Background: an optimization exercise with open tools, aiming at small area, a short achievable clock period and few clock cycles per item. Do not read the settings as production practice.
Only simulation tests tie the RTL to the original design; equivalence was not proved.

==> run.sh <==
#!/bin/bash
# synth_recipe.tcl (not shown) runs the flow's synth.tcl, then flattens the netlist and writes it again
# the make line also repeats each setting of config.mk as NAME=value (left out here)
make -C /OpenROAD-flow-scripts/flow DESIGN_CONFIG=/design/flow/config.mk WORK_HOME=/design/flow/orfs CLKGATE_MAP_FILE= SYNTH_SCRIPT=/design/flow/synth_recipe.tcl finish
==> config.mk <==
export PLATFORM = sky130hd
export DESIGN_NAME = murmur2_hash_bucket_select
export DESIGN_NICKNAME = murmur2_hash_bucket_select
export VERILOG_FILES = /design/flow/design.v
export SDC_FILE = /design/flow/constraint.sdc
export NUM_CORES = 4
export LEC_CHECK = 0
export CAP_MARGIN = 20
export CORE_MARGIN = 2
export CORE_UTILIZATION = 60
export SETUP_SLACK_MARGIN = 3.4
export SLEW_MARGIN = 20
export SYNTH_HIERARCHICAL = 1
export SYNTH_MINIMUM_KEEP_SIZE = 0
==> constraint.sdc <==
create_clock -name core_clock -period 9.0 [get_ports {clk}]
set_input_delay 1.8000 -clock core_clock [delete_from_list [all_inputs] [get_ports {clk}]]
set_output_delay 1.8000 -clock core_clock [all_outputs]
set_load 0.01 [all_outputs]
==> design.v <==
package mhbs_pkg;
  localparam logic [31:0] MIX_MUL       = 32'h5bd1_e995;
  localparam logic [31:0] RESET_SEED    = 32'h1234_abcd;
  localparam logic [3:0]  RESET_SM1     = 4'd1;
  function automatic logic [1:0] mod3_15(logic [3:0] x);
    case (x)
      4'd0: mod3_15 = 2'd0;
      4'd1: mod3_15 = 2'd1;
      4'd2: mod3_15 = 2'd2;
      4'd3: mod3_15 = 2'd0;
      4'd4: mod3_15 = 2'd1;
      4'd5: mod3_15 = 2'd2;
      4'd6: mod3_15 = 2'd0;
      4'd7: mod3_15 = 2'd1;
      4'd8: mod3_15 = 2'd2;
      4'd9: mod3_15 = 2'd0;
      4'd10: mod3_15 = 2'd1;
      4'd11: mod3_15 = 2'd2;
      4'd12: mod3_15 = 2'd0;
      4'd13: mod3_15 = 2'd1;
      4'd14: mod3_15 = 2'd2;
      default: mod3_15 = 2'd0;
    endcase
  endfunction
  function automatic logic [2:0] mod5_15(logic [3:0] x);
    case (x)
      4'd0: mod5_15 = 3'd0;
      4'd1: mod5_15 = 3'd1;
      4'd2: mod5_15 = 3'd2;
      4'd3: mod5_15 = 3'd3;
      4'd4: mod5_15 = 3'd4;
      4'd5: mod5_15 = 3'd0;
      4'd6: mod5_15 = 3'd1;
      4'd7: mod5_15 = 3'd2;
      4'd8: mod5_15 = 3'd3;
      4'd9: mod5_15 = 3'd4;
      4'd10: mod5_15 = 3'd0;
      4'd11: mod5_15 = 3'd1;
      4'd12: mod5_15 = 3'd2;
      4'd13: mod5_15 = 3'd3;
      4'd14: mod5_15 = 3'd4;
      default: mod5_15 = 3'd0;
    endcase
  endfunction
  function automatic logic [3:0] crt12(logic [3:0] x);
    case (x)
      4'd0: crt12 = 4'd0;
      4'd1: crt12 = 4'd4;
      4'd2: crt12 = 4'd8;
      4'd4: crt12 = 4'd9;
      4'd5: crt12 = 4'd1;
      4'd6: crt12 = 4'd5;
      4'd8: crt12 = 4'd6;
      4'd9: crt12 = 4'd10;
      4'd10: crt12 = 4'd2;
      4'd12: crt12 = 4'd3;
      4'd13: crt12 = 4'd7;
      4'd14: crt12 = 4'd11;
      default: crt12 = 4'd0;
    endcase
  endfunction
endpackage
module murmur2_hash_bucket_select (
  input  logic        clk,
  input  logic        rst_n,
  input  logic        in_valid,
  output logic        in_stall,
  input  logic [31:0] in_data_word,
  input  logic [2:0]  in_valid_bytes,
  input  logic        in_last_word,
  input  logic [7:0]  in_key_length,
  output logic        out_valid,
  input  logic        out_stall,
  output logic [3:0]  out_bucket,
  output logic [31:0] out_hash_value,
  input  logic        cfg_valid,
  output logic        cfg_ready,
  input  logic        cfg_index,
  input  logic [31:0] cfg_data
);
  logic [31:0] seed_r;
  logic [3:0]  sm1_r;        
  logic        adv;
  logic        in_acc;
  logic        in_key_r;     
  logic        v0, blk0, tl0, last0, first0;
  logic [31:0] w0;
  logic [7:0]  len0;
  logic        v1, blk1, tl1, last1, first1;
  logic [31:0] k1_r;
  logic [7:0]  len1;
  logic        v2, blk2, tl2, last2;
  logic [31:0] km2_r;        
  logic [31:0] tm2_r;        
  logic [31:0] h_r;
  logic        fv;
  logic [31:0] hf_r;
  logic        gv;
  logic [31:0] g_r;
  logic        mv;
  logic [31:0] o_r;
  logic [5:0]  n15_r;
  logic [7:0]  u63_r;
  logic [7:0]  d13_r;
  logic [6:0]  d11_r;
  logic        out_valid_r;
  logic [31:0] out_hash_r;
  logic [3:0]  out_bucket_r;
  assign adv       = !(out_valid_r && out_stall);
  assign in_stall  = !adv;
  assign in_acc    = in_valid && adv;
  assign cfg_ready = 1'b1;
  assign out_valid      = out_valid_r;
  assign out_bucket     = out_bucket_r;
  assign out_hash_value = out_hash_r;
  logic        i_ne, i_blk;
  logic [31:0] i_w;
  always_comb begin
    i_ne    = (in_valid_bytes != 3'd0);
    i_blk   = in_valid_bytes[2];
    i_w[7:0]   = in_data_word[7:0];
    i_w[15:8]  = in_data_word[15:8]  & {8{i_blk | in_valid_bytes[1]}};
    i_w[23:16] = in_data_word[23:16] & {8{i_blk | (in_valid_bytes[1:0] == 2'd3)}};
    i_w[31:24] = in_data_word[31:24] & {8{i_blk}};
  end
  always_ff @(posedge clk) begin
    if (!rst_n) begin
      in_key_r <= 1'b0;
      v0       <= 1'b0;
    end else if (adv) begin
      v0 <= in_valid;
      if (in_valid) in_key_r <= !in_last_word;
    end
  end
  always_ff @(posedge clk) begin
    if (adv) begin
      w0     <= i_w;
      blk0   <= i_blk;
      tl0    <= i_ne && !i_blk;
      last0  <= in_last_word;
      first0 <= !in_key_r;
      len0   <= in_key_length;
    end
  end
  logic [31:0] k1_m, k1_x, k2_m;
  assign k1_x = {k1_r[31:8], k1_r[7:0] ^ k1_r[31:24]};
  mhbs_mulm u_mul_k1 (.x(w0),   .y(k1_m));
  mhbs_mulm u_mul_k2 (.x(k1_x), .y(k2_m));
  always_ff @(posedge clk) begin
    if (!rst_n) begin
      v1 <= 1'b0;
      v2 <= 1'b0;
    end else if (adv) begin
      v1 <= v0;
      v2 <= v1;
    end
  end
  always_ff @(posedge clk) begin
    if (adv) begin
      k1_r  <= blk0 ? k1_m : w0;
      blk1  <= blk0;
      tl1   <= tl0;
      last1  <= last0;
      first1 <= first0;
      len1   <= len0;
      km2_r <= blk1 ? k2_m : 32'd0;
      tm2_r <= tl1  ? k1_r : 32'd0;
      blk2  <= blk1;
      tl2   <= tl1;
      last2 <= last1;
    end
  end
  logic [31:0] h_a, h_p, h_n;
  logic        prep, ne2;
  assign prep = v1 && first1;
  assign ne2  = blk2 || tl2;
  assign h_a  = h_r ^ tm2_r;
  mhbs_mulm u_mul_h (.x(h_a), .y(h_p));
  assign h_n  = h_p ^ km2_r;
  always_ff @(posedge clk) begin
    if (adv) begin
      if (prep)           h_r <= seed_r ^ {24'b0, len1};
      else if (v2 && ne2) h_r <= h_n;
      if (v2 && last2)    hf_r <= ne2 ? h_n : h_r;
    end
  end
  always_ff @(posedge clk) begin
    if (!rst_n) begin
      fv <= 1'b0;
    end else if (adv) begin
      fv <= v2 && last2;
    end
  end
  logic [31:0] f_x, f_g;
  assign f_x = hf_r ^ (hf_r >> 13);
  mhbs_mulm u_mul_f (.x(f_x), .y(f_g));
  always_ff @(posedge clk) begin
    if (!rst_n) begin
      gv          <= 1'b0;
      mv          <= 1'b0;
      out_valid_r <= 1'b0;
    end else if (adv) begin
      gv          <= fv;
      mv          <= gv;
      out_valid_r <= mv;
    end
  end
  logic [31:0] m_o;
  logic [13:0] s14;
  logic [11:0] s12;
  assign m_o = g_r ^ (g_r >> 15);
  mhbs_s14 u_s14 (.x(m_o), .s(s14));    
  mhbs_s12 u_s12 (.x(m_o), .s(s12));    
  logic [5:0] n15;    
  logic [7:0] u63;    
  logic [7:0] d13;    
  logic [6:0] d11;    
  mhbs_n15 u_n15 (.x(s14), .s(n15));   
  mhbs_u63 u_u63 (.x(s14), .s(u63));   
  mhbs_d13 u_d13 (.x(s14), .s(d13));   
  mhbs_d11 u_d11 (.x(s12), .s(d11));   
  logic [4:0] m15;
  logic [3:0] r15;
  logic [6:0] v63;
  logic [5:0] r63;
  logic [1:0] r3;
  logic [2:0] r5, r7;
  logic [3:0] r9, r11, r13;
  logic [3:0] x7;
  logic [4:0] x9;
  logic [5:0] x11, x13;
  logic [3:0] lo;
  logic [2:0] c6;
  logic [3:0] c10, c12, c14;
  logic [3:0] bkt;
  always_comb begin
    lo  = o_r[3:0];
    m15 = 5'(n15_r[3:0]) + 5'(n15_r[5:4]);
    r15 = (m15 >= 5'd15) ? 4'(m15 - 5'd15) : m15[3:0];
    v63 = 7'(u63_r[5:0]) + 7'(u63_r[7:6]);
    r63 = (v63 >= 7'd63) ? 6'(v63 - 7'd63) : v63[5:0];
    r3  = mhbs_pkg::mod3_15(r15);
    r5  = mhbs_pkg::mod5_15(r15);
    x7  = 4'(r63[2:0]) + 4'(r63[5:3]);
    r7  = (x7 >= 4'd14) ? 3'(x7 - 4'd14) : (x7 >= 4'd7) ? 3'(x7 - 4'd7) : x7[2:0];
    x9  = 5'(r63[2:0]) + 5'(3'd7 - r63[5:3]) + 5'd2;
    r9  = (x9 >= 5'd9) ? 4'(x9 - 5'd9) : x9[3:0];
    x13 = 6'(d13_r[3:0]) + 6'(d13_r[7:4]) + {1'b0, d13_r[7:4], 1'b0};
    r13 = (x13 >= 6'd26) ? 4'(x13 - 6'd26) : (x13 >= 6'd13) ? 4'(x13 - 6'd13) : x13[3:0];
    x11 = 6'(d11_r[3:0]) + 6'(d11_r[6:4]) + {1'b0, d11_r[6:4], 2'b0};
    r11 = (x11 >= 6'd33) ? 4'(x11 - 6'd33) : (x11 >= 6'd22) ? 4'(x11 - 6'd22) :
          (x11 >= 6'd11) ? 4'(x11 - 6'd11) : x11[3:0];
    c6  = (r3[0] == lo[0]) ? 3'(r3) : 3'(r3) + 3'd3;
    c10 = (r5[0] == lo[0]) ? 4'(r5) : 4'(r5) + 4'd5;
    c14 = (r7[0] == lo[0]) ? 4'(r7) : 4'(r7) + 4'd7;
    c12 = mhbs_pkg::crt12({lo[1:0], r3});
    case (sm1_r)
      4'd0:    bkt = 4'd0;
      4'd1:    bkt = {3'd0, lo[0]};
      4'd2:    bkt = {2'd0, r3};
      4'd3:    bkt = {2'd0, lo[1:0]};
      4'd4:    bkt = {1'd0, r5};
      4'd5:    bkt = {1'd0, c6};
      4'd6:    bkt = {1'd0, r7};
      4'd7:    bkt = {1'd0, lo[2:0]};
      4'd8:    bkt = r9;
      4'd9:    bkt = c10;
      4'd10:   bkt = r11;
      4'd11:   bkt = c12;
      4'd12:   bkt = r13;
      4'd13:   bkt = c14;
      4'd14:   bkt = r15;
      default: bkt = lo;
    endcase
  end
  always_ff @(posedge clk) begin
    if (adv) begin
      g_r          <= f_g;
      o_r          <= m_o;
      n15_r        <= n15;
      u63_r        <= u63;
      d13_r        <= d13;
      d11_r        <= d11;
      out_hash_r   <= o_r;
      out_bucket_r <= bkt;
    end
  end
  logic [3:0] cfg_sm1;
  always_comb begin
    if (cfg_data[4:0] == 5'd0)                        cfg_sm1 = 4'd0;
    else if (cfg_data[4] && cfg_data[3:0] != 4'd0)    cfg_sm1 = 4'd15;
    else                                              cfg_sm1 = 4'(cfg_data[4:0] - 5'd1);
  end
  always_ff @(posedge clk) begin
    if (!rst_n) begin
      seed_r <= mhbs_pkg::RESET_SEED;
      sm1_r  <= mhbs_pkg::RESET_SM1;
    end else if (cfg_valid) begin
      if (cfg_index) sm1_r  <= cfg_sm1;
      else           seed_r <= cfg_data;
    end
  end
endmodule
module mhbs_fa (
  input  logic a,
  input  logic b,
  input  logic c,
  output logic s,
  output logic co
);
  assign s  = a ^ b ^ c;
  assign co = (a & b) | (a & c) | (b & c);
endmodule
module mhbs_mulm (
  input  logic [31:0] x,
  output logic [31:0] y
);
  logic t1;
  logic t2;
  logic t3;
  logic t4;
  logic t5;
  logic t6;
  logic t7;
  logic t8;
  logic t9;
  logic t10;
  logic t11;
  logic t12;
  logic t13;
  logic t14;
  logic t15;
  logic t16;
  logic t17;
  logic t18;
  logic t19;
  logic t20;
  logic t21;
  logic t22;
  logic t23;
  logic t24;
  logic t25;
  logic t26;
  logic t27;
  logic t28;
  logic t29;
  logic t30;
  logic t31;
  logic t32;
  logic t33;
  logic t34;
  logic t35;
  logic t36;
  logic t37;
  logic t38;
  logic t39;
  logic t40;
  logic t41;
  logic t42;
  logic t43;
  logic t44;
  logic t45;
  logic t46;
  logic t47;
  logic t48;
  logic t49;
  logic t50;
  logic t51;
  logic t52;
  logic t53;
  logic t54;
  logic t55;
  logic t56;
  logic t57;
  logic t58;
  logic t59;
  logic t60;
  logic t61;
  logic t62;
  logic t63;
  logic t64;
  logic t65;
  logic t66;
  logic t67;
  logic t68;
  logic t69;
  logic t70;
  logic t71;
  logic t72;
  logic t73;
  logic t74;
  logic t75;
  logic t76;
  logic t77;
  logic t78;
  logic t79;
  logic t80;
  logic t81;
  logic t82;
  logic t83;
  logic t84;
  logic t85;
  logic t86;
  logic t87;
  logic t88;
  logic t89;
  logic t90;
  logic t91;
  logic t92;
  logic t93;
  logic t94;
  logic t95;
  logic t96;
  logic t97;
  logic t98;
  logic t99;
  logic t100;
  logic t101;
  logic t102;
  logic t103;
  logic t104;
  logic t105;
  logic t106;
  logic t107;
  logic t108;
  logic t109;
  logic t110;
  logic t111;
  logic t112;
  logic t113;
  logic t114;
  logic t115;
  logic t116;
  logic t117;
  logic t118;
  logic t119;
  logic t120;
  logic t121;
  logic t122;
  logic t123;
  logic t124;
  logic t125;
  logic t126;
  logic t127;
  logic t128;
  logic t129;
  logic t130;
  logic t131;
  logic t132;
  logic t133;
  logic t134;
  logic t135;
  logic t136;
  logic t137;
  logic t138;
  logic t139;
  logic t140;
  logic t141;
  logic t142;
  logic t143;
  logic t144;
  logic t145;
  logic t146;
  logic t147;
  logic t148;
  logic t149;
  logic t150;
  logic t151;
  logic t152;
  logic t153;
  logic t154;
  logic t155;
  logic t156;
  logic t157;
  logic t158;
  logic t159;
  logic t160;
  logic t161;
  logic t162;
  logic t163;
  logic t164;
  logic t165;
  logic t166;
  logic t167;
  logic t168;
  logic t169;
  logic t170;
  logic t171;
  logic t172;
  logic t173;
  logic t174;
  logic t175;
  logic t176;
  logic t177;
  logic t178;
  logic t179;
  logic t180;
  logic t181;
  logic t182;
  logic t183;
  logic t184;
  logic t185;
  logic t186;
  logic t187;
  logic t188;
  logic t189;
  logic t190;
  logic t191;
  logic t192;
  logic t193;
  logic t194;
  logic t195;
  logic t196;
  logic t197;
  logic t198;
  logic t199;
  logic t200;
  logic t201;
  logic t202;
  logic t203;
  logic t204;
  logic t205;
  logic t206;
  logic t207;
  logic t208;
  logic t209;
  logic t210;
  logic t211;
  logic t212;
  logic t213;
  logic t214;
  logic t215;
  logic t216;
  logic t217;
  logic t218;
  logic t219;
  logic t220;
  logic t221;
  logic t222;
  logic t223;
  logic t224;
  logic t225;
  logic t226;
  logic t227;
  logic t228;
  logic t229;
  logic t230;
  logic t231;
  logic t232;
  logic t233;
  logic t234;
  logic t235;
  logic t236;
  logic t237;
  logic t238;
  logic t239;
  logic t240;
  logic t241;
  logic t242;
  logic t243;
  logic t244;
  logic t245;
  logic t246;
  logic t247;
  logic t248;
  logic t249;
  logic t250;
  logic t251;
  logic t252;
  logic t253;
  logic t254;
  logic t255;
  logic t256;
  logic t257;
  logic t258;
  logic t259;
  logic t260;
  logic t261;
  logic t262;
  logic t263;
  logic t264;
  logic t265;
  logic t266;
  logic t267;
  logic t268;
  logic t269;
  logic t270;
  logic t271;
  logic t272;
  logic t273;
  logic t274;
  logic t275;
  logic t276;
  logic t277;
  logic t278;
  logic t279;
  logic t280;
  logic t281;
  logic t282;
  logic t283;
  logic t284;
  logic t285;
  logic t286;
  logic t287;
  logic t288;
  logic t289;
  logic t290;
  logic t291;
  logic t292;
  logic t293;
  logic t294;
  logic t295;
  logic t296;
  logic t297;
  logic t298;
  logic t299;
  logic t300;
  logic t301;
  logic t302;
  logic t303;
  logic t304;
  logic t305;
  logic t306;
  logic t307;
  logic t308;
  logic t309;
  logic t310;
  logic t311;
  logic t312;
  logic t313;
  logic t314;
  logic t315;
  mhbs_fa u_fa1 (.a(x[4]), .b(x[2]), .c(x[0]), .s(t1), .co(t2));
  mhbs_fa u_fa2 (.a(x[5]), .b(x[3]), .c(x[1]), .s(t3), .co(t4));
  mhbs_fa u_fa3 (.a(x[6]), .b(x[4]), .c(x[2]), .s(t5), .co(t6));
  mhbs_fa u_fa4 (.a(x[7]), .b(x[5]), .c(x[3]), .s(t7), .co(t8));
  mhbs_fa u_fa5 (.a(x[8]), .b(x[6]), .c(x[4]), .s(t9), .co(t10));
  mhbs_fa u_fa6 (.a(x[9]), .b(x[7]), .c(x[5]), .s(t11), .co(t12));
  mhbs_fa u_fa7 (.a(x[10]), .b(x[8]), .c(x[6]), .s(t13), .co(t14));
  mhbs_fa u_fa8 (.a(x[11]), .b(x[9]), .c(x[7]), .s(t15), .co(t16));
  mhbs_fa u_fa9 (.a(x[2]), .b(x[0]), .c(~x[4]), .s(t17), .co(t18));
  mhbs_fa u_fa10 (.a(x[12]), .b(x[10]), .c(x[8]), .s(t19), .co(t20));
  mhbs_fa u_fa11 (.a(x[3]), .b(x[1]), .c(~x[5]), .s(t21), .co(t22));
  mhbs_fa u_fa12 (.a(x[13]), .b(x[11]), .c(x[9]), .s(t23), .co(t24));
  mhbs_fa u_fa13 (.a(x[14]), .b(x[12]), .c(x[10]), .s(t27), .co(t28));
  mhbs_fa u_fa14 (.a(x[5]), .b(x[3]), .c(~x[7]), .s(t29), .co(t30));
  mhbs_fa u_fa15 (.a(x[15]), .b(x[13]), .c(x[11]), .s(t31), .co(t32));
  mhbs_fa u_fa16 (.a(x[6]), .b(x[4]), .c(~x[8]), .s(t33), .co(t34));
  mhbs_fa u_fa17 (.a(x[16]), .b(x[14]), .c(x[12]), .s(t35), .co(t36));
  mhbs_fa u_fa18 (.a(x[7]), .b(x[5]), .c(~x[9]), .s(t37), .co(t38));
  mhbs_fa u_fa19 (.a(x[17]), .b(x[15]), .c(x[13]), .s(t39), .co(t40));
  mhbs_fa u_fa20 (.a(x[8]), .b(x[6]), .c(x[0]), .s(t41), .co(t42));
  mhbs_fa u_fa21 (.a(x[18]), .b(x[16]), .c(x[14]), .s(t43), .co(t44));
  mhbs_fa u_fa22 (.a(x[9]), .b(x[7]), .c(x[1]), .s(t45), .co(t46));
  mhbs_fa u_fa23 (.a(x[19]), .b(x[17]), .c(x[15]), .s(t47), .co(t48));
  mhbs_fa u_fa24 (.a(x[10]), .b(x[8]), .c(x[2]), .s(t49), .co(t50));
  mhbs_fa u_fa25 (.a(x[20]), .b(x[18]), .c(x[16]), .s(t51), .co(t52));
  mhbs_fa u_fa26 (.a(x[11]), .b(x[9]), .c(x[3]), .s(t53), .co(t54));
  mhbs_fa u_fa27 (.a(~x[0]), .b(x[13]), .c(x[7]), .s(t55), .co(t56));
  mhbs_fa u_fa28 (.a(x[21]), .b(x[19]), .c(x[17]), .s(t57), .co(t58));
  mhbs_fa u_fa29 (.a(x[12]), .b(x[10]), .c(x[4]), .s(t59), .co(t60));
  mhbs_fa u_fa30 (.a(~x[1]), .b(x[14]), .c(x[8]), .s(t61), .co(t62));
  mhbs_fa u_fa31 (.a(x[22]), .b(x[20]), .c(x[18]), .s(t63), .co(t64));
  mhbs_fa u_fa32 (.a(x[13]), .b(x[11]), .c(x[5]), .s(t65), .co(t66));
  mhbs_fa u_fa33 (.a(x[23]), .b(x[21]), .c(x[19]), .s(t69), .co(t70));
  mhbs_fa u_fa34 (.a(x[14]), .b(x[12]), .c(x[6]), .s(t71), .co(t72));
  mhbs_fa u_fa35 (.a(~x[3]), .b(x[16]), .c(x[10]), .s(t73), .co(t74));
  mhbs_fa u_fa36 (.a(x[24]), .b(x[22]), .c(x[20]), .s(t75), .co(t76));
  mhbs_fa u_fa37 (.a(x[15]), .b(x[13]), .c(x[7]), .s(t77), .co(t78));
  mhbs_fa u_fa38 (.a(~x[4]), .b(x[17]), .c(x[11]), .s(t79), .co(t80));
  mhbs_fa u_fa39 (.a(x[25]), .b(x[23]), .c(x[21]), .s(t81), .co(t82));
  mhbs_fa u_fa40 (.a(x[16]), .b(x[14]), .c(x[8]), .s(t83), .co(t84));
  mhbs_fa u_fa41 (.a(~x[5]), .b(x[18]), .c(x[12]), .s(t85), .co(t86));
  mhbs_fa u_fa42 (.a(x[26]), .b(x[24]), .c(x[22]), .s(t87), .co(t88));
  mhbs_fa u_fa43 (.a(x[17]), .b(x[15]), .c(x[9]), .s(t89), .co(t90));
  mhbs_fa u_fa44 (.a(x[13]), .b(x[4]), .c(x[0]), .s(t93), .co(t94));
  mhbs_fa u_fa45 (.a(x[27]), .b(x[25]), .c(x[23]), .s(t95), .co(t96));
  mhbs_fa u_fa46 (.a(x[18]), .b(x[16]), .c(x[10]), .s(t97), .co(t98));
  mhbs_fa u_fa47 (.a(~x[7]), .b(x[20]), .c(x[14]), .s(t99), .co(t100));
  mhbs_fa u_fa48 (.a(x[28]), .b(x[26]), .c(x[24]), .s(t101), .co(t102));
  mhbs_fa u_fa49 (.a(x[19]), .b(x[17]), .c(x[11]), .s(t103), .co(t104));
  mhbs_fa u_fa50 (.a(~x[8]), .b(x[21]), .c(x[15]), .s(t105), .co(t106));
  mhbs_fa u_fa51 (.a(x[29]), .b(x[27]), .c(x[25]), .s(t107), .co(t108));
  mhbs_fa u_fa52 (.a(x[20]), .b(x[18]), .c(x[12]), .s(t109), .co(t110));
  mhbs_fa u_fa53 (.a(x[16]), .b(x[7]), .c(x[3]), .s(t113), .co(t114));
  mhbs_fa u_fa54 (.a(x[30]), .b(x[28]), .c(x[26]), .s(t115), .co(t116));
  mhbs_fa u_fa55 (.a(x[21]), .b(x[19]), .c(x[13]), .s(t117), .co(t118));
  mhbs_fa u_fa56 (.a(~x[10]), .b(x[23]), .c(x[17]), .s(t119), .co(t120));
  mhbs_fa u_fa57 (.a(x[8]), .b(x[4]), .c(x[1]), .s(t121), .co(t122));
  mhbs_fa u_fa58 (.a(t8), .b(t9), .c(~x[1]), .s(t129), .co(t130));
  mhbs_fa u_fa59 (.a(t10), .b(t11), .c(x[0]), .s(t131), .co(t132));
  mhbs_fa u_fa60 (.a(t12), .b(t13), .c(x[1]), .s(t133), .co(t134));
  mhbs_fa u_fa61 (.a(t14), .b(t15), .c(t17), .s(t135), .co(t136));
  mhbs_fa u_fa62 (.a(t16), .b(t18), .c(t19), .s(t137), .co(t138));
  mhbs_fa u_fa63 (.a(t20), .b(t22), .c(t23), .s(t139), .co(t140));
  mhbs_fa u_fa64 (.a(~t25), .b(x[6]), .c(x[0]), .s(t141), .co(t142));
  mhbs_fa u_fa65 (.a(t24), .b(t26), .c(t27), .s(t143), .co(t144));
  mhbs_fa u_fa66 (.a(t28), .b(t30), .c(t31), .s(t145), .co(t146));
  mhbs_fa u_fa67 (.a(t32), .b(t34), .c(t35), .s(t147), .co(t148));
  mhbs_fa u_fa68 (.a(t36), .b(t38), .c(t39), .s(t149), .co(t150));
  mhbs_fa u_fa69 (.a(~t41), .b(x[10]), .c(x[4]), .s(t151), .co(t152));
  mhbs_fa u_fa70 (.a(t40), .b(t42), .c(t43), .s(t153), .co(t154));
  mhbs_fa u_fa71 (.a(~t45), .b(x[11]), .c(x[5]), .s(t155), .co(t156));
  mhbs_fa u_fa72 (.a(t44), .b(t46), .c(t47), .s(t157), .co(t158));
  mhbs_fa u_fa73 (.a(~t49), .b(x[12]), .c(x[6]), .s(t159), .co(t160));
  mhbs_fa u_fa74 (.a(t48), .b(t50), .c(t51), .s(t161), .co(t162));
  mhbs_fa u_fa75 (.a(t52), .b(t54), .c(t57), .s(t163), .co(t164));
  mhbs_fa u_fa76 (.a(~t59), .b(t56), .c(t61), .s(t165), .co(t166));
  mhbs_fa u_fa77 (.a(t58), .b(t60), .c(t63), .s(t167), .co(t168));
  mhbs_fa u_fa78 (.a(t65), .b(t67), .c(~t62), .s(t169), .co(t170));
  mhbs_fa u_fa79 (.a(t64), .b(t66), .c(t68), .s(t171), .co(t172));
  mhbs_fa u_fa80 (.a(t69), .b(t71), .c(~t73), .s(t173), .co(t174));
  mhbs_fa u_fa81 (.a(t70), .b(t72), .c(t75), .s(t175), .co(t176));
  mhbs_fa u_fa82 (.a(~t77), .b(t74), .c(t79), .s(t177), .co(t178));
  mhbs_fa u_fa83 (.a(t76), .b(t78), .c(t81), .s(t179), .co(t180));
  mhbs_fa u_fa84 (.a(~t83), .b(t80), .c(t85), .s(t181), .co(t182));
  mhbs_fa u_fa85 (.a(t82), .b(t84), .c(t87), .s(t183), .co(t184));
  mhbs_fa u_fa86 (.a(t89), .b(t91), .c(~t86), .s(t185), .co(t186));
  mhbs_fa u_fa87 (.a(t88), .b(t90), .c(t92), .s(t187), .co(t188));
  mhbs_fa u_fa88 (.a(t95), .b(t97), .c(~t94), .s(t189), .co(t190));
  mhbs_fa u_fa89 (.a(t99), .b(x[5]), .c(x[1]), .s(t191), .co(t192));
  mhbs_fa u_fa90 (.a(t96), .b(t98), .c(t101), .s(t193), .co(t194));
  mhbs_fa u_fa91 (.a(~t103), .b(t100), .c(t105), .s(t195), .co(t196));
  mhbs_fa u_fa92 (.a(t102), .b(t104), .c(t107), .s(t197), .co(t198));
  mhbs_fa u_fa93 (.a(t109), .b(t111), .c(~t106), .s(t199), .co(t200));
  mhbs_fa u_fa94 (.a(t108), .b(t110), .c(t112), .s(t201), .co(t202));
  mhbs_fa u_fa95 (.a(t115), .b(t117), .c(~t114), .s(t203), .co(t204));
  mhbs_fa u_fa96 (.a(t130), .b(t131), .c(~x[2]), .s(t208), .co(t209));
  mhbs_fa u_fa97 (.a(t132), .b(t133), .c(~x[3]), .s(t210), .co(t211));
  mhbs_fa u_fa98 (.a(t136), .b(t137), .c(t21), .s(t212), .co(t213));
  mhbs_fa u_fa99 (.a(t138), .b(t139), .c(~t141), .s(t214), .co(t215));
  mhbs_fa u_fa100 (.a(t140), .b(t143), .c(t29), .s(t216), .co(t217));
  mhbs_fa u_fa101 (.a(t144), .b(t145), .c(t33), .s(t218), .co(t219));
  mhbs_fa u_fa102 (.a(t146), .b(t147), .c(t37), .s(t220), .co(t221));
  mhbs_fa u_fa103 (.a(t148), .b(t149), .c(~t151), .s(t222), .co(t223));
  mhbs_fa u_fa104 (.a(t150), .b(t153), .c(~t152), .s(t224), .co(t225));
  mhbs_fa u_fa105 (.a(t154), .b(t157), .c(~t156), .s(t226), .co(t227));
  mhbs_fa u_fa106 (.a(t158), .b(t161), .c(t53), .s(t228), .co(t229));
  mhbs_fa u_fa107 (.a(t162), .b(t163), .c(~t165), .s(t230), .co(t231));
  mhbs_fa u_fa108 (.a(t164), .b(t167), .c(t169), .s(t232), .co(t233));
  mhbs_fa u_fa109 (.a(t166), .b(x[9]), .c(x[0]), .s(t234), .co(t235));
  mhbs_fa u_fa110 (.a(t168), .b(t170), .c(t171), .s(t236), .co(t237));
  mhbs_fa u_fa111 (.a(t172), .b(t174), .c(t175), .s(t238), .co(t239));
  mhbs_fa u_fa112 (.a(t176), .b(t179), .c(~t178), .s(t240), .co(t241));
  mhbs_fa u_fa113 (.a(t180), .b(t183), .c(t185), .s(t242), .co(t243));
  mhbs_fa u_fa114 (.a(t184), .b(t186), .c(t187), .s(t244), .co(t245));
  mhbs_fa u_fa115 (.a(t188), .b(t190), .c(t193), .s(t246), .co(t247));
  mhbs_fa u_fa116 (.a(t192), .b(t195), .c(x[6]), .s(t248), .co(t249));
  mhbs_fa u_fa117 (.a(t194), .b(t197), .c(t199), .s(t250), .co(t251));
  mhbs_fa u_fa118 (.a(t196), .b(t113), .c(x[0]), .s(t252), .co(t253));
  mhbs_fa u_fa119 (.a(t198), .b(t200), .c(t201), .s(t254), .co(t255));
  mhbs_fa u_fa120 (.a(~t203), .b(t119), .c(t121), .s(t256), .co(t257));
  mhbs_fa u_fa121 (.a(t211), .b(t134), .c(t135), .s(t259), .co(t260));
  mhbs_fa u_fa122 (.a(t215), .b(t216), .c(~t142), .s(t261), .co(t262));
  mhbs_fa u_fa123 (.a(t217), .b(t218), .c(~x[2]), .s(t263), .co(t264));
  mhbs_fa u_fa124 (.a(t219), .b(t220), .c(~x[3]), .s(t265), .co(t266));
  mhbs_fa u_fa125 (.a(t223), .b(t224), .c(~t155), .s(t267), .co(t268));
  mhbs_fa u_fa126 (.a(t225), .b(t226), .c(~t159), .s(t269), .co(t270));
  mhbs_fa u_fa127 (.a(t227), .b(t228), .c(~t160), .s(t271), .co(t272));
  mhbs_fa u_fa128 (.a(t231), .b(t232), .c(~t234), .s(t273), .co(t274));
  mhbs_fa u_fa129 (.a(t233), .b(t236), .c(t173), .s(t275), .co(t276));
  mhbs_fa u_fa130 (.a(t237), .b(t238), .c(~t177), .s(t277), .co(t278));
  mhbs_fa u_fa131 (.a(t239), .b(t240), .c(~t181), .s(t279), .co(t280));
  mhbs_fa u_fa132 (.a(t241), .b(t242), .c(~t182), .s(t281), .co(t282));
  mhbs_fa u_fa133 (.a(t243), .b(t244), .c(t189), .s(t283), .co(t284));
  mhbs_fa u_fa134 (.a(t245), .b(t246), .c(~t248), .s(t285), .co(t286));
  mhbs_fa u_fa135 (.a(t247), .b(t250), .c(~t249), .s(t287), .co(t288));
  mhbs_fa u_fa136 (.a(t251), .b(t254), .c(~t253), .s(t289), .co(t290));
  mhbs_fa u_fa137 (.a(t266), .b(t221), .c(t222), .s(t292), .co(t293));
  mhbs_fa u_fa138 (.a(t270), .b(t271), .c(~t55), .s(t294), .co(t295));
  mhbs_fa u_fa139 (.a(t272), .b(t229), .c(t230), .s(t296), .co(t297));
  mhbs_fa u_fa140 (.a(t274), .b(t275), .c(~t235), .s(t298), .co(t299));
  mhbs_fa u_fa141 (.a(t276), .b(t277), .c(~x[2]), .s(t300), .co(t301));
  mhbs_fa u_fa142 (.a(t278), .b(t279), .c(~x[3]), .s(t302), .co(t303));
  mhbs_fa u_fa143 (.a(t280), .b(t281), .c(~t93), .s(t304), .co(t305));
  mhbs_fa u_fa144 (.a(t282), .b(t283), .c(~t191), .s(t306), .co(t307));
  mhbs_fa u_fa145 (.a(t284), .b(t285), .c(~x[2]), .s(t308), .co(t309));
  mhbs_fa u_fa146 (.a(t286), .b(t287), .c(~t252), .s(t310), .co(t311));
  mhbs_fa u_fa147 (.a(t288), .b(t289), .c(~t256), .s(t312), .co(t313));
  always_comb begin
    t25 = ~(x[4] ^ x[2]);
    t26 = x[4] | x[2];
    t67 = ~(x[2] ^ ~x[15]);
    t68 = x[2] | ~x[15];
    t91 = ~(x[6] ^ ~x[19]);
    t92 = x[6] | ~x[19];
    t111 = ~(x[9] ^ ~x[22]);
    t112 = x[9] | ~x[22];
    t123 = x[31] ^ x[29] ^ x[27];
    t124 = x[22] ^ x[20] ^ x[14];
    t125 = x[11] ^ x[0] ^ ~x[24];
    t126 = x[18] ^ x[9] ^ x[5];
    t127 = ~(t6 ^ t7);
    t128 = t6 | t7;
    t205 = t116 ^ t118 ^ t123;
    t206 = t124 ^ t125 ^ ~t120;
    t207 = t122 ^ t126 ^ x[2];
    t258 = t202 ^ t204 ^ t205;
    t291 = t255 ^ t258 ^ t206;
    t314 = t290 ^ t291 ^ ~t257;
    t315 = t313 ^ t314 ^ ~t207;
    y = {t315,t311,t309,t307,t305,t303,t301,t299,t298,t297,t295,t294,t268,t293,t292,t264,t262,t261,t213,t260,t259,t209,t208,t128,t127,t4,t2,t1,x[3],x[2],x[1],x[0]} + {1'b0,t312,t310,t308,t306,t304,t302,t300,~x[1],t273,t296,1'b0,t269,t267,1'b0,t265,t263,~x[1],t214,t212,1'b0,t210,1'b0,t129,~x[0],t5,t3,1'b0,x[1],x[0],1'b0,1'b0};
  end
endmodule
module mhbs_s14 (
  input  logic [31:0] x,
  output logic [13:0] s
);
  logic u1;
  logic u2;
  logic u3;
  logic u4;
  logic u5;
  logic u6;
  logic u7;
  logic u8;
  logic u9;
  logic u10;
  logic u11;
  logic u12;
  logic u13;
  logic u14;
  logic u15;
  logic u16;
  logic u17;
  logic u18;
  logic u19;
  logic u20;
  logic u21;
  logic u22;
  logic u23;
  logic u24;
  mhbs_fa u_fa1 (.a(x[25]), .b(x[13]), .c(x[1]), .s(u3), .co(u4));
  mhbs_fa u_fa2 (.a(x[26]), .b(x[14]), .c(x[2]), .s(u5), .co(u6));
  mhbs_fa u_fa3 (.a(x[27]), .b(x[15]), .c(x[3]), .s(u7), .co(u8));
  mhbs_fa u_fa4 (.a(x[28]), .b(x[16]), .c(x[4]), .s(u9), .co(u10));
  mhbs_fa u_fa5 (.a(x[29]), .b(x[17]), .c(x[5]), .s(u11), .co(u12));
  mhbs_fa u_fa6 (.a(x[30]), .b(x[18]), .c(x[6]), .s(u13), .co(u14));
  mhbs_fa u_fa7 (.a(x[31]), .b(x[19]), .c(x[7]), .s(u15), .co(u16));
  always_comb begin
    u1 = x[24] ^ x[12];
    u2 = x[24] & x[12];
    u17 = x[20] ^ x[8];
    u18 = x[20] & x[8];
    u19 = x[21] ^ x[9];
    u20 = x[21] & x[9];
    u21 = x[22] ^ x[10];
    u22 = x[22] & x[10];
    u23 = x[23] ^ x[11];
    u24 = x[23] & x[11];
    s = {1'b0,u24,u22,u20,u18,u16,u14,u12,u10,u8,u6,u4,u2,u1} + {1'b0,1'b0,u23,u21,u19,u17,u15,u13,u11,u9,u7,u5,u3,x[0]};
  end
endmodule
module mhbs_s12 (
  input  logic [31:0] x,
  output logic [11:0] s
);
  logic u1;
  logic u2;
  logic u3;
  logic u4;
  logic u5;
  logic u6;
  logic u7;
  logic u8;
  logic u9;
  logic u10;
  logic u11;
  logic u12;
  logic u13;
  logic u14;
  logic u15;
  logic u16;
  logic u17;
  logic u18;
  logic u19;
  logic u20;
  logic u21;
  logic u22;
  logic u23;
  logic u24;
  logic u25;
  logic u26;
  logic u27;
  logic u28;
  logic u29;
  logic u30;
  logic u31;
  logic u32;
  logic u33;
  logic u34;
  logic u35;
  logic u36;
  logic u37;
  logic u38;
  logic u39;
  logic u40;
  mhbs_fa u_fa1 (.a(x[31]), .b(x[21]), .c(x[11]), .s(u3), .co(u4));
  mhbs_fa u_fa2 (.a(x[1]), .b(u3), .c(u2), .s(u23), .co(u24));
  mhbs_fa u_fa3 (.a(x[2]), .b(u5), .c(u4), .s(u25), .co(u26));
  mhbs_fa u_fa4 (.a(x[3]), .b(u7), .c(u6), .s(u27), .co(u28));
  mhbs_fa u_fa5 (.a(x[4]), .b(u9), .c(u8), .s(u29), .co(u30));
  mhbs_fa u_fa6 (.a(x[5]), .b(u11), .c(u10), .s(u31), .co(u32));
  mhbs_fa u_fa7 (.a(x[6]), .b(u13), .c(u12), .s(u33), .co(u34));
  mhbs_fa u_fa8 (.a(x[7]), .b(u15), .c(u14), .s(u35), .co(u36));
  mhbs_fa u_fa9 (.a(x[8]), .b(u17), .c(u16), .s(u37), .co(u38));
  mhbs_fa u_fa10 (.a(x[9]), .b(u19), .c(u18), .s(u39), .co(u40));
  always_comb begin
    u1 = x[30] ^ x[20];
    u2 = x[30] & x[20];
    u5 = x[22] ^ x[12];
    u6 = x[22] & x[12];
    u7 = x[23] ^ x[13];
    u8 = x[23] & x[13];
    u9 = x[24] ^ x[14];
    u10 = x[24] & x[14];
    u11 = x[25] ^ x[15];
    u12 = x[25] & x[15];
    u13 = x[26] ^ x[16];
    u14 = x[26] & x[16];
    u15 = x[27] ^ x[17];
    u16 = x[27] & x[17];
    u17 = x[28] ^ x[18];
    u18 = x[28] & x[18];
    u19 = x[29] ^ x[19];
    u20 = x[29] & x[19];
    u21 = x[10] ^ x[0];
    u22 = x[10] & x[0];
    s = {1'b0,u40,u38,u36,u34,u32,u30,u28,u26,u24,u22,u21} + {1'b0,u20,u39,u37,u35,u33,u31,u29,u27,u25,u23,u1};
  end
endmodule
module mhbs_n15 (
  input  logic [13:0] x,
  output logic [5:0] s
);
  logic u1;
  logic u2;
  logic u3;
  logic u4;
  logic u5;
  logic u6;
  logic u7;
  logic u8;
  logic u9;
  logic u10;
  logic u11;
  logic u12;
  logic u13;
  logic u14;
  logic u15;
  logic u16;
  mhbs_fa u_fa1 (.a(x[13]), .b(x[9]), .c(x[5]), .s(u3), .co(u4));
  mhbs_fa u_fa2 (.a(x[1]), .b(u3), .c(u2), .s(u11), .co(u12));
  mhbs_fa u_fa3 (.a(x[2]), .b(u5), .c(u4), .s(u13), .co(u14));
  mhbs_fa u_fa4 (.a(x[3]), .b(u7), .c(u6), .s(u15), .co(u16));
  always_comb begin
    u1 = x[12] ^ x[8];
    u2 = x[12] & x[8];
    u5 = x[10] ^ x[6];
    u6 = x[10] & x[6];
    u7 = x[11] ^ x[7];
    u8 = x[11] & x[7];
    u9 = x[4] ^ x[0];
    u10 = x[4] & x[0];
    s = {1'b0,u16,u14,u12,u10,u9} + {1'b0,u8,u15,u13,u11,u1};
  end
endmodule
module mhbs_u63 (
  input  logic [13:0] x,
  output logic [7:0] s
);
  logic u1;
  logic u2;
  logic u3;
  logic u4;
  logic u5;
  logic u6;
  logic u7;
  logic u8;
  logic u9;
  logic u10;
  logic u11;
  logic u12;
  mhbs_fa u_fa1 (.a(x[13]), .b(x[7]), .c(x[1]), .s(u3), .co(u4));
  always_comb begin
    u1 = x[12] ^ x[6];
    u2 = x[12] & x[6];
    u5 = x[8] ^ x[2];
    u6 = x[8] & x[2];
    u7 = x[9] ^ x[3];
    u8 = x[9] & x[3];
    u9 = x[10] ^ x[4];
    u10 = x[10] & x[4];
    u11 = x[11] ^ x[5];
    u12 = x[11] & x[5];
    s = {1'b0,u12,u10,u8,u6,u4,u2,u1} + {1'b0,1'b0,u11,u9,u7,u5,u3,x[0]};
  end
endmodule
module mhbs_d13 (
  input  logic [13:0] x,
  output logic [7:0] s
);
  logic u1;
  logic u2;
  logic u3;
  logic u4;
  logic u5;
  logic u6;
  logic u7;
  logic u8;
  logic u9;
  logic u10;
  logic u11;
  logic u12;
  logic u13;
  logic u14;
  mhbs_fa u_fa1 (.a(~x[7]), .b(x[1]), .c(u1), .s(u5), .co(u6));
  mhbs_fa u_fa2 (.a(~x[8]), .b(x[2]), .c(u2), .s(u7), .co(u8));
  always_comb begin
    u1 = ~x[13];
    u2 = x[13];
    u3 = x[12] ^ ~x[6];
    u4 = x[12] & ~x[6];
    u9 = ~x[9] ^ x[3];
    u10 = ~x[9] & x[3];
    u11 = ~x[10] ^ x[4];
    u12 = ~x[10] & x[4];
    u13 = ~x[11] ^ x[5];
    u14 = ~x[11] & x[5];
    s = {1'b0,u14,u12,u10,u8,u6,u4,u3} + {1'b0,1'b0,u13,u11,u9,u7,u5,x[0]};
  end
endmodule
module mhbs_d11 (
  input  logic [11:0] x,
  output logic [6:0] s
);
  logic u1;
  logic u2;
  logic u3;
  logic u4;
  logic u5;
  logic u6;
  logic u7;
  logic u8;
  logic u9;
  logic u10;
  logic u11;
  logic u12;
  mhbs_fa u_fa1 (.a(~x[6]), .b(x[1]), .c(u1), .s(u5), .co(u6));
  mhbs_fa u_fa2 (.a(~x[7]), .b(x[2]), .c(u2), .s(u7), .co(u8));
  always_comb begin
    u1 = ~x[11];
    u2 = x[11];
    u3 = x[10] ^ ~x[5];
    u4 = x[10] & ~x[5];
    u9 = ~x[8] ^ x[3];
    u10 = ~x[8] & x[3];
    u11 = ~x[9] ^ x[4];
    u12 = ~x[9] & x[4];
    s = {1'b0,u12,u10,u8,u6,u4,u3} + {1'b0,1'b0,u11,u9,u7,u5,x[0]};
  end
endmodule
==> flow_metrics.tcl, run 1 <==
set metrics [dict create \
    finalNonFillerCells 4554 \
    wl_mm 106 \
    clockBufferDepth 3 \
    cp-startpoint "k1_r[16]" \
    cts.clk_slew.worst_paths_ns 0.06 \
    hold_class "register to register" \
    cpMostUsedCell "fa_1" \
    met2_length_mm 51.6 \
    grt_max_degree 71 \
    routedLengthMet1_mm 42.5 \
    tightest_slew_ns 0.877 \
    synth-seq-cells 392 \
    grt_setup_unrepaired "yes" \
    cts_tree "built" \
    synth_area_leaders "fa_1 32%, edfxtp_1 26%, ha_1 7.8%, xnor2_1 4.9%, xor2_1 3.2%" \
    cp_max_fo 8 \
    r2r_end "km2_r[25]" \
    hold_buffers 0 \
    syn_nets 4287 \
    crit_required_ns 9.44 \
    first_pass_iters 6 \
    outcome "finished clean" \
    drt_iter0_drc 2376 \
    synth_enable_flop_cells 348 \
    drc 0 \
    synth.avg_cell_area_um2 11.9 \
    holdPathStages 0 \
    cts_buffers 44 \
    fill_cells 4730 \
    antennaDiodeCount 0 \
    crit_type "register to register" \
    setup_tns_ns 0 \
    endpoint_kind "register" \
    crit-reg2reg-launch "k1_r[16]" \
    fp.dieW_um 261 \
    met3_length_mm 7.26 \
    core_um2 65600 \
    synth.most_common_cell "fa_1" \
    highest_layer "met4" \
    drive_gt1_share_pct 13.4 \
    slowest_delay_ns 0.81 \
    maxSlewHeadroom_pct 40.8 \
    arrival_ns 6.01 \
    grt_pass1_wl_mm 162 \
    htree_levels 2 \
    ios 121 \
    pre_cts_slack_ns 2.95 \
    setup_viol 0 \
    grt_antenna_before_repair 0 \
    fp.dieH_um 261 \
    reg2reg_slack_ns 3.43 \
    layout.nets 4619 \
    cts_root_buf "clkbuf_16" \
    synth_area_leader_cell "fa_1" \
    min_to "out_hash_r[20]" \
    ys_warn_count 14 \
    post-dp-hpwl_mm 81.8 \
    rows 94 \
    initial_utilization_pct 60.5 \
    finClkSkew_ns 0.0234 \
    synth_top_area_share_pct 32.0 \
    post_drt_wl_per_cell_um 23.2 \
    ys_seq_area_share_pct 28.6 \
    dp_cells 4290 \
    vias 27000 \
    synth_common_cells "634 x fa_1, 348 x edfxtp_1, 332 x inv_1, 248 x ha_1, 220 x xnor2_1" \
    ys.flop_type "edfxtp_1" \
    path_cells "fa_1 -> fa_1 -> fa_1 -> fa_1 -> fa_1 -> ha_1 -> and3_1 -> o21a_1 -> o31ai_1 -> o21bai_1 -> nor3_1 -> a211oi_1 -> and2_1" \
    period_minus_slack_ns 5.57 \
    max_freq_ghz 0.179 \
    slowest_stage "edfxtp_1" \
    syn-cell-area_um2 39700 \
    reg2regPathDepth 13 \
    hp-start "o_r[20]" \
    finalHoldViolCount 0 \
    gp_congestion 0.999 \
    die_area_um2 68200 \
    startpoint_type "register" \
    timing.final.crit_share_pct 61.9 \
    grt.overflow.total 0 \
    fin_ws_ns 3.43 \
    portBuffers 119 \
    max_cap_violations 0 \
    final_max_slew_viol_count 0 \
    synthArstFlopShare_pct 0 \
    viasPerCell 5.93 \
    clk_latency_ns 0.60 \
    hold_ws_ns 0.417 \
    syn_inst 3323 \
    ant_nets 0 \
    grt_usage_pct 31.6 \
    area_growth_pct 15.2 \
    cts.sinks 392 \
    grt_pass1_vias 28300 \
    synth.distinct_cells 96 \
]
## layout by cell type, fill, tap and decap left out, types with 49 or more instances in the layout
cell	Yosys	routed
xnor2_1	220	216
edfxtp_1	348	348
buf_4	9	211
clkdlybuf4s50_1	0	119
a21o_1	68	68
fa_1	634	618
and2_1	85	85
o21ai_0	50	49
inv_1	332	321
nor2_1	133	133
nand2_1	199	197
a21oi_1	178	175
xor2_1	144	123
ha_1	248	235
## Yosys stat by module, one instance, submodules excluded, a selection
module | area, um^2 | cells inside
mhbs_d11 | 285 | 36
mhbs_mulm | 1790 | 258
murmur2_hash_bucket_select | 17800 | 1373
mhbs_s14 | 646 | 82
mhbs_n15 | 209 | 21
mhbs_s12 | 627 | 77
## kinds of logic after synthesis
kind of cell	after synthesis	share of synthesized area, %
flip-flops	392	28.6
AO/OA/AOI/OAI	559	9.63
multiplexers	53	1.45
XOR/XNOR	364	8.04
buffers and inverters	404	3.95
AND/OR/NAND/NOR	668	8.56
adder cells (fa/ha/maj)	882	39.8
other	1	0.00945
## metrics by stage
stage	cell area, um^2	utilization (%)
global route	45700	69.6
CTS	44000	67.1
floorplan	39700	-
global placement	42100	64.1
detailed placement	42100	64.2
finish	45700	69.6
## worst max-delay path, delay by kind of cell, from the launching register on
family	cells	cell delay, ns
flip-flops	1	0.81
AND/OR/NAND/NOR	3	0.58
adder cells (fa/ha/maj)	6	2.94
AO/OA/AOI/OAI	4	1.08
## repair_timing
item                       in CTS  in global routing
resized for setup              34                 85
cloned                          1                  0
setup endpoints to repair      33                 48
pin swaps                       4                 29
setup buffers                  24                157
## cell type report
cell class                 count  area, um^2  share of cell area, %
tap                          864        1080                   2.37
clock inverter                23         317                  0.693
clock buffer                  58        1220                   2.68
sequential                   392       11300                   24.8
inverter                     334        1290                   2.83
timing repair buffer         355        3110                   6.80
multi-input combinational   2528       27300                   59.8
## layer usage
| layer | vias to the layer above | track usage, % |
|---|---|---|
| li1 | 11900 | - |
| met1 | 13900 | 41.8 |
| met2 | 997 | 52.6 |
| met3 | 217 | 5.80 |
| met4 | 0 | 11.0 |
| met5 | - | 0 |
## how the worst max path moves through the flow
stage | to | cells past startpoint | slack, ns
6_report | km2_r[25] | 13 | 3.43
3_5_place_dp | hf_r[31] | 17 | 2.95
3_3_place_gp | hf_r[31] | 17 | 3.05
2_1_floorplan | h_r[31] | 17 | 3.40
5_1_grt | km2_r[25] | 13 | 3.28
4_1_cts | hf_r[31] | 18 | 3.39
Testbench counts, summed over its fixed seeds: cycles 19,770, keys 3,000.
==> run 2: changes to the inputs <==
--- a/design.v
+++ b/design.v
@@ -93,3 +93,3 @@
   logic [31:0] km2_r;        
-  logic [31:0] tm2_r;        
+  logic [23:0] tm2_r;        
   logic [31:0] h_r;
@@ -166,3 +166,3 @@
       km2_r <= blk1 ? k2_m : 32'd0;
-      tm2_r <= tl1  ? k1_r : 32'd0;
+      tm2_r <= tl1  ? k1_r[23:0] : 24'd0;
       blk2  <= blk1;
@@ -176,3 +176,3 @@
   assign ne2  = blk2 || tl2;
-  assign h_a  = h_r ^ tm2_r;
+  assign h_a  = h_r ^ {8'd0, tm2_r};
   mhbs_mulm u_mul_h (.x(h_a), .y(h_p));
--- a/config.mk
+++ b/config.mk
@@ -10,3 +10,4 @@
 export CORE_UTILIZATION = 60
-export SETUP_SLACK_MARGIN = 3.4
+export PLACE_DENSITY = 0.6
+export SETUP_SLACK_MARGIN = 3.1
 export SLEW_MARGIN = 20
==> run 2 against run 1 <==
  * Still clean
  * Setup slack worse by 0.13 ns
  * Utilization is 2.5 points lower
  * Hold slack better by 0.0027 ns
  * Via count is 2.9% lower
  * Count of clock-buffer cells in the layout stayed put
  * Routed wire length is 3.1% lower
  * Critical path depth is 6 higher
  * Final area is 3.8% lower
  * Die area is 0.41% lower
  * Clock skew is 0.0029 ns higher
  * Critical path type unchanged
==> flow_metrics.tcl, run 2 <==
set metrics [dict create \
    grt_pass1_wl_mm 159 \
    htree_levels 2 \
    crit_type "register to register" \
    placed_area_um2 41900 \
    syn_nets 4279 \
    cp-startpoint "u63_r[6]" \
    dp_cells 4278 \
    hold_class "register to register" \
    grt.overflow.total 0 \
    cpLargestDelayFamily "adder cells" \
    fp.dieH_um 261 \
    hold_buffers 0 \
    drive_gt1_share_pct 8.97 \
    setup_tns_ns 0 \
    finalNonFillerCells 4422 \
    ios 121 \
    grt_max_degree 87 \
    synth-seq-cells 384 \
    final_util_pct 67.1 \
    cts_root_buf "clkbuf_16" \
    grt_antenna_before_repair 2 \
    layout_commonest_cell "fa_1" \
    post_drt_wl_per_cell_um 23.1 \
    drt_iter0_drc 2271 \
    path_buf_inv 0 \
    final_cell_mix "633 x fa_1, 340 x edfxtp_1, 322 x inv_1" \
    grt_pass1_vias 28000 \
    synthArstFlopShare_pct 0 \
    portBuffers 119 \
    syn-cell-area_um2 39500 \
    fin_ws_ns 3.30 \
    ys_warn_count 14 \
    ys.flop_type "edfxtp_1" \
    synth.avg_cell_area_um2 11.9 \
    area_growth_pct 11.3 \
    synth_area_leaders "fa_1 32%, edfxtp_1 26%, ha_1 7.9%, xnor2_1 4.9%, inv_1 3.1%" \
    cp_max_fo 5 \
    ant_nets 0 \
    vias 26300 \
    rows 94 \
    grt_setup_unrepaired "yes" \
    finalHoldViolCount 0 \
    synth.most_common_cell "fa_1" \
    antennaDiodeCount 0 \
    final_max_slew_viol_count 0 \
    max_cap_violations 0 \
    drc 0 \
    cts.sinks 384 \
    period_minus_slack_ns 5.70 \
    initial_utilization_pct 60.3 \
    path_cells "ha_1 -> fa_1 -> ha_1 -> o21ai_0 -> o21ai_0 -> a21oi_1 -> nor2_1 -> mux2_2 -> ha_1 -> nand2_1 -> fa_1 -> nand2_1 -> o31a_1 -> nor2_1 -> mux2i_1 -> o21ai_1 -> or4_1 -> nor4b_2 -> a31oi_1" \
    fin_area_um2 44000 \
    viasPerCell 5.94 \
    slowest_stage "or4_1" \
    outcome "finished clean" \
    synth.distinct_cells 102 \
    ys_seq_area_share_pct 28.1 \
    crit_required_ns 9.33 \
    cts_buffers 45 \
    tightest_slew_ns 1.01 \
    syn_inst 3315 \
    cpMostUsedCell "ha_1" \
    grt_usage_pct 31.1 \
    synth_common_cells "634 x fa_1, 340 x edfxtp_1, 323 x inv_1, 248 x ha_1, 222 x xnor2_1" \
    first_pass_iters 5 \
    post-dp-hpwl_mm 80.8 \
    core_um2 65500 \
    clockBufferDepth 3 \
    synth_area_leader_cell "fa_1" \
    wl_mm 102 \
    cts.clk_slew.worst_paths_ns 0.06 \
    arrival_ns 6.03 \
    setup_viol 0 \
    fp.dieW_um 261 \
    crit-reg2reg-launch "u63_r[6]" \
    startpoint_type "register" \
    hold_ws_ns 0.420 \
    die_area_um2 67900 \
    max_freq_ghz 0.175 \
    synth_enable_flop_cells 340 \
    cts_tree "built" \
    hp-start "last0" \
    finClkSkew_ns 0.0263 \
    pre_cts_slack_ns 2.82 \
    layout.nets 4485 \
    clk_latency_ns 0.61 \
    gp_congestion 0.919 \
    synth_top_area_share_pct 32.1 \
    endpoint_kind "register" \
    maxSlewHeadroom_pct 32.9 \
    slowest_delay_ns 0.57 \
    timing.final.crit_share_pct 63.3 \
]
run 2: layout make-up:
cell class | instances | area, um^2
Tap cell | 864 | 1080
Sequential cell | 384 | 11100
Clock buffer | 58 | 1250
Clock inverter | 26 | 206
Multi-Input combinational cell | 2535 | 27100
Timing Repair Buffer | 230 | 2040
Fill cell | 4850 | 21500
Inverter | 325 | 1230
run 2: path summary, 6_finish.rpt:
path	to	slack, ns	cells after the start
worst max-delay path	out_bucket_r[1]	3.30	19
worst min-delay path	last1	0.42	0
worst max register to register	out_bucket_r[1]	3.30	19
worst min register to register	last1	0.42	0
run 2: what timing repair did:
action	CTS	global route
hold endpoints to repair	0	0
pin swaps	0	4
buffers inserted	0	60
resized for setup	2	25
setup endpoints to repair	18	44
run 2: layer usage:
layer / wire length [um] / track usage [%] / share of wire, % / vias up
li1: - / - / - / 11700
met1: 40900 / 40.6 / 40 / 13400
met2: 49100 / 50.0 / 48 / 970
met3: 8160 / 7.99 / 8.0 / 215
met4: 4090 / 12.6 / 4.0 / 4
met5: 32 / 0 / 0.031 / -
run 2: logic make-up (layout without fill, tap and decap cells):
family | Yosys count | count (layout) | synth area share, %
AND/OR/NAND/NOR | 672 | 672 | 8.73
AO/OA/AOI/OAI | 568 | 568 | 9.85
adder cells (fa/ha/maj) | 883 | 883 | 40.0
flip-flops | 384 | 384 | 28.1
multiplexers | 56 | 56 | 1.54
buffers and inverters | 396 | 639 | 3.91
XOR/XNOR | 355 | 355 | 7.89
other | 1 | 1 | 0.00949
run 2: worst register-to-register path: cells and delay by family (launching register included):
| family | cells | cell delay, ns |
|---|---|---|
| compound gates | 6 | 0.90 |
| simple gates | 6 | 1.45 |
| fa+ha+maj | 5 | 1.94 |
| flops | 1 | 0.43 |
| mux | 2 | 0.71 |
run 2: per-module statistics from Yosys (local to each module, per instance):
module,cells inside,cell area (um^2)
mhbs_n15,21,209
mhbs_d13,47,357
mhbs_mulm,258,1790
mhbs_d11,36,285
mhbs_s14,82,646
mhbs_u63,41,333
murmur2_hash_bucket_select,1365,17600
mhbs_s12,77,627
mhbs_fa,1,20.0
Testbench counts of run 2, summed over its fixed seeds: cycles 19,770, keys 3,000.
==> run 3: changes to the inputs <==
--- a/config.mk
+++ b/config.mk
@@ -9,4 +9,4 @@
 export CORE_MARGIN = 2
-export CORE_UTILIZATION = 60
-export PLACE_DENSITY = 0.6
+export CORE_UTILIZATION = 70
+export PLACE_DENSITY = 0.72
 export SETUP_SLACK_MARGIN = 3.1
==> run 3 against run 2 <==
  * Still clean
  * Non-clock buffer count shrank 29
  * Via count grew 3.3%
  * First-iteration DRC count shrank 0.79%
  * Synthesized cell count is the same
  * Register-to-register slack lost 0.06 ns
  * Critical path depth is the same
  * Utilization grew 11 points
  * Final area shrank 0.30%
  * Fmax shrank 0.99%
  * Clock skew grew 0.019 ns
==> flow_metrics.tcl, run 3 <==
set metrics [dict create \
    layout_commonest_cell "fa_1" \
    post-dp-hpwl_mm 79.3 \
    ys.flop_type "edfxtp_1" \
    hold_buffers 0 \
    maxSlewHeadroom_pct 33.3 \
    reg2reg_slack_ns 3.24 \
    reg2regPathDepth 19 \
    drive_gt1_share_pct 8.52 \
    holdPathStages 0 \
    hp-start "o_r[21]" \
    final_util_pct 78.2 \
    grt_pass1_vias 28900 \
    cp_max_fo 13 \
    die_area_um2 58400 \
    max_freq_ghz 0.174 \
    crit_required_ns 9.32 \
    vias 27100 \
    crit_type "register to register" \
    setup_tns_ns 0 \
    final_cell_mix "633 x fa_1, 340 x edfxtp_1, 321 x inv_1" \
    cts_buffers 45 \
    ys_seq_area_share_pct 28.1 \
    clk_latency_ns 0.61 \
    area_growth_pct 11.0 \
    initial_utilization_pct 70.5 \
    layout.nets 4458 \
    antennaDiodeCount 0 \
    period_minus_slack_ns 5.76 \
    arrival_ns 6.08 \
    synth_enable_flop_cells 340 \
    synthArstFlopShare_pct 0 \
    drt_iter0_drc 2253 \
    grt_pass1_wl_mm 161 \
    synth.distinct_cells 102 \
    r2r_end "out_bucket_r[1]" \
    timing.final.crit_share_pct 64.0 \
    outcome "finished clean" \
    viasPerCell 6.33 \
    portBuffers 119 \
    cts.clk_slew.worst_paths_ns 0.06 \
    synth_top_area_share_pct 32.1 \
    synth_area_leader_cell "fa_1" \
    synth_area_leaders "fa_1 32%, edfxtp_1 26%, ha_1 7.9%, xnor2_1 4.9%, inv_1 3.1%" \
    core_um2 56100 \
    cts.sinks 384 \
    syn_nets 4279 \
    max_cap_violations 0 \
    hold_class "register to register" \
    endpoint_kind "register" \
    pre_cts_slack_ns 2.75 \
    gp_congestion 0.996 \
    first_pass_iters 5 \
    finalNonFillerCells 4287 \
    synth_common_cells "634 x fa_1, 340 x edfxtp_1, 323 x inv_1, 248 x ha_1, 222 x xnor2_1" \
    grt_max_degree 76 \
    final_max_slew_viol_count 0 \
    cts_root_buf "clkbuf_16" \
    rows 87 \
    syn-cell-area_um2 39500 \
    synthMuxAreaShare_pct 1.54 \
    grt_usage_pct 36.0 \
    cts_tree "built" \
    synthAdderAreaFrac_pct 40.0 \
    startpoint_type "register" \
    grt_antenna_before_repair 1 \
    synth_top_family_by_area "adder cells" \
    synth.avg_cell_area_um2 11.9 \
    fp.dieH_um 242 \
    finalHoldViolCount 0 \
    fin_ws_ns 3.24 \
    finClkSkew_ns 0.0457 \
    min_to "out_hash_r[21]" \
    fp.dieW_um 242 \
    syn_inst 3315 \
    setup_viol 0 \
    clockBufferDepth 3 \
    yosys.area_share.simple_pct 8.73 \
    crit-reg2reg-launch "u63_r[0]" \
    post_drt_wl_per_cell_um 24.0 \
    grt.overflow.total 0 \
    synth_xor_area_share_pct 7.89 \
    ys_warn_count 14 \
    synth-seq-cells 384 \
    tightest_slew_ns 1.00 \
    htree_levels 2 \
    synth.most_common_cell "fa_1" \
    wl_mm 103 \
    drc 0 \
    grt_setup_unrepaired "yes" \
    ant_nets 0 \
    ios 121 \
    dp_cells 4168 \
    synth-compound-area-share_pct 9.85 \
]
## run 3: worst max-delay path by stage
| stage | startpoint | endpoint | slack, ns | depth (start not counted) |
|---|---|---|---|---|
| floorplan | out_stall | h_r[0] | 3.30 | 3 |
| global placement | k1_r[27] | km2_r[31] | 2.91 | 16 |
| detailed placement | k1_r[27] | km2_r[31] | 2.75 | 16 |
| CTS | k1_r[27] | km2_r[31] | 3.03 | 16 |
| global route | u63_r[0] | out_bucket_r[1] | 2.93 | 19 |
| finish | u63_r[0] | out_bucket_r[1] | 3.24 | 19 |
## run 3: area by class of cell
cell class | count | area, um^2
Clock buffer | 59 | 1300
Sequential cell | 384 | 11100
Inverter | 325 | 1230
Timing Repair Buffer | 201 | 1820
Tap cell | 756 | 946
Clock inverter | 25 | 330
Fill cell | 3412 | 12200
Multi-Input combinational cell | 2537 | 27100
## run 3: worst max-delay path, stage by stage (launching register included)
cell and delay [ns]:
edfxtp_1 0.38, ha_1 0.24, fa_1 0.50, ha_1 0.25, o21ai_0 0.25, o21ai_0 0.14
a21oi_1 0.21, nor2_2 0.08, and3_1 0.22, nor2_1 0.17, ha_2 0.25, fa_2 0.54
ha_2 0.29, a221oi_4 0.34, nor3b_1 0.10, a211o_1 0.36, a211o_1 0.31, or4_1 0.52
nor4b_2 0.22, a31oi_1 0.11
## run 3: layer usage
layer  global-route usage, %  vias up  share of wire, %
li1                        -    11700                 -
met1                    47.6    13700                38
met2                    57.9     1442                48
met3                    8.82      293               9.7
met4                    14.8        0               4.1
met5                       0        -                 0
## run 3: modules after synthesis (local to each module, per instance), a selection
module	cells inside	flops+latches	copies in the design
mhbs_s12	77	0	1
murmur2_hash_bucket_select	1365	384	1
mhbs_u63	41	0	1
mhbs_d13	47	0	1
mhbs_n15	21	0	1
mhbs_d11	36	0	1
mhbs_mulm	258	0	4
## run 3: what timing repair did
action / CTS / global route
setup endpoints to repair: 15 / 32
buffers inserted: 0 / 33
pin swaps: 1 / 6
cloned: 1 / 1
gates resized for setup: 5 / 26
endpoints found under the hold margin: 0 / 0
## run 3: stage by stage
| stage | hold slack [ns] | instance area (um^2) |
|---|---|---|
| 6_report | 0.419 | 43800 |
| 3_3_place_gp | 0.401 | 41700 |
| 3_5_place_dp | 0.405 | 41700 |
| 2_1_floorplan | 0.400 | 39500 |
| 4_1_cts | 0.420 | 43400 |
| 5_1_grt | 0.426 | 43800 |
## run 3: cell families after synthesis
kind of cell / after synthesis
adder cells (fa/ha/maj): 883
AND/OR/NAND/NOR: 672
AO/OA/AOI/OAI: 568
buffers and inverters: 396
flip-flops: 384
XOR/XNOR: 355
multiplexers: 56
other: 1

==> what the ideal ports hide <==
Ports are ideal in the flow. The routed layouts listed here were re-timed in OpenROAD. Step 1 assumes that a clkbuf_16 drives the clock port and a buf_2 every other input. Step 2 also shifts input and output timing later by t, the mid clock arrival at the registers, as if the neighbouring blocks saw the same clock. a / b / c = ideal ports / drivers / drivers and shift; a / b = the first two.
run	shift t [ns]	slack for setup (ns)	cell pins on the clock port's net
run 1	0.659	3.427 / 3.427 / 3.427	1
run 2	0.661	3.300 / 3.300 / 3.300	1
run 3	0.650	3.243 / 3.243 / 3.243	1
After both steps every run listed still meets setup and hold.
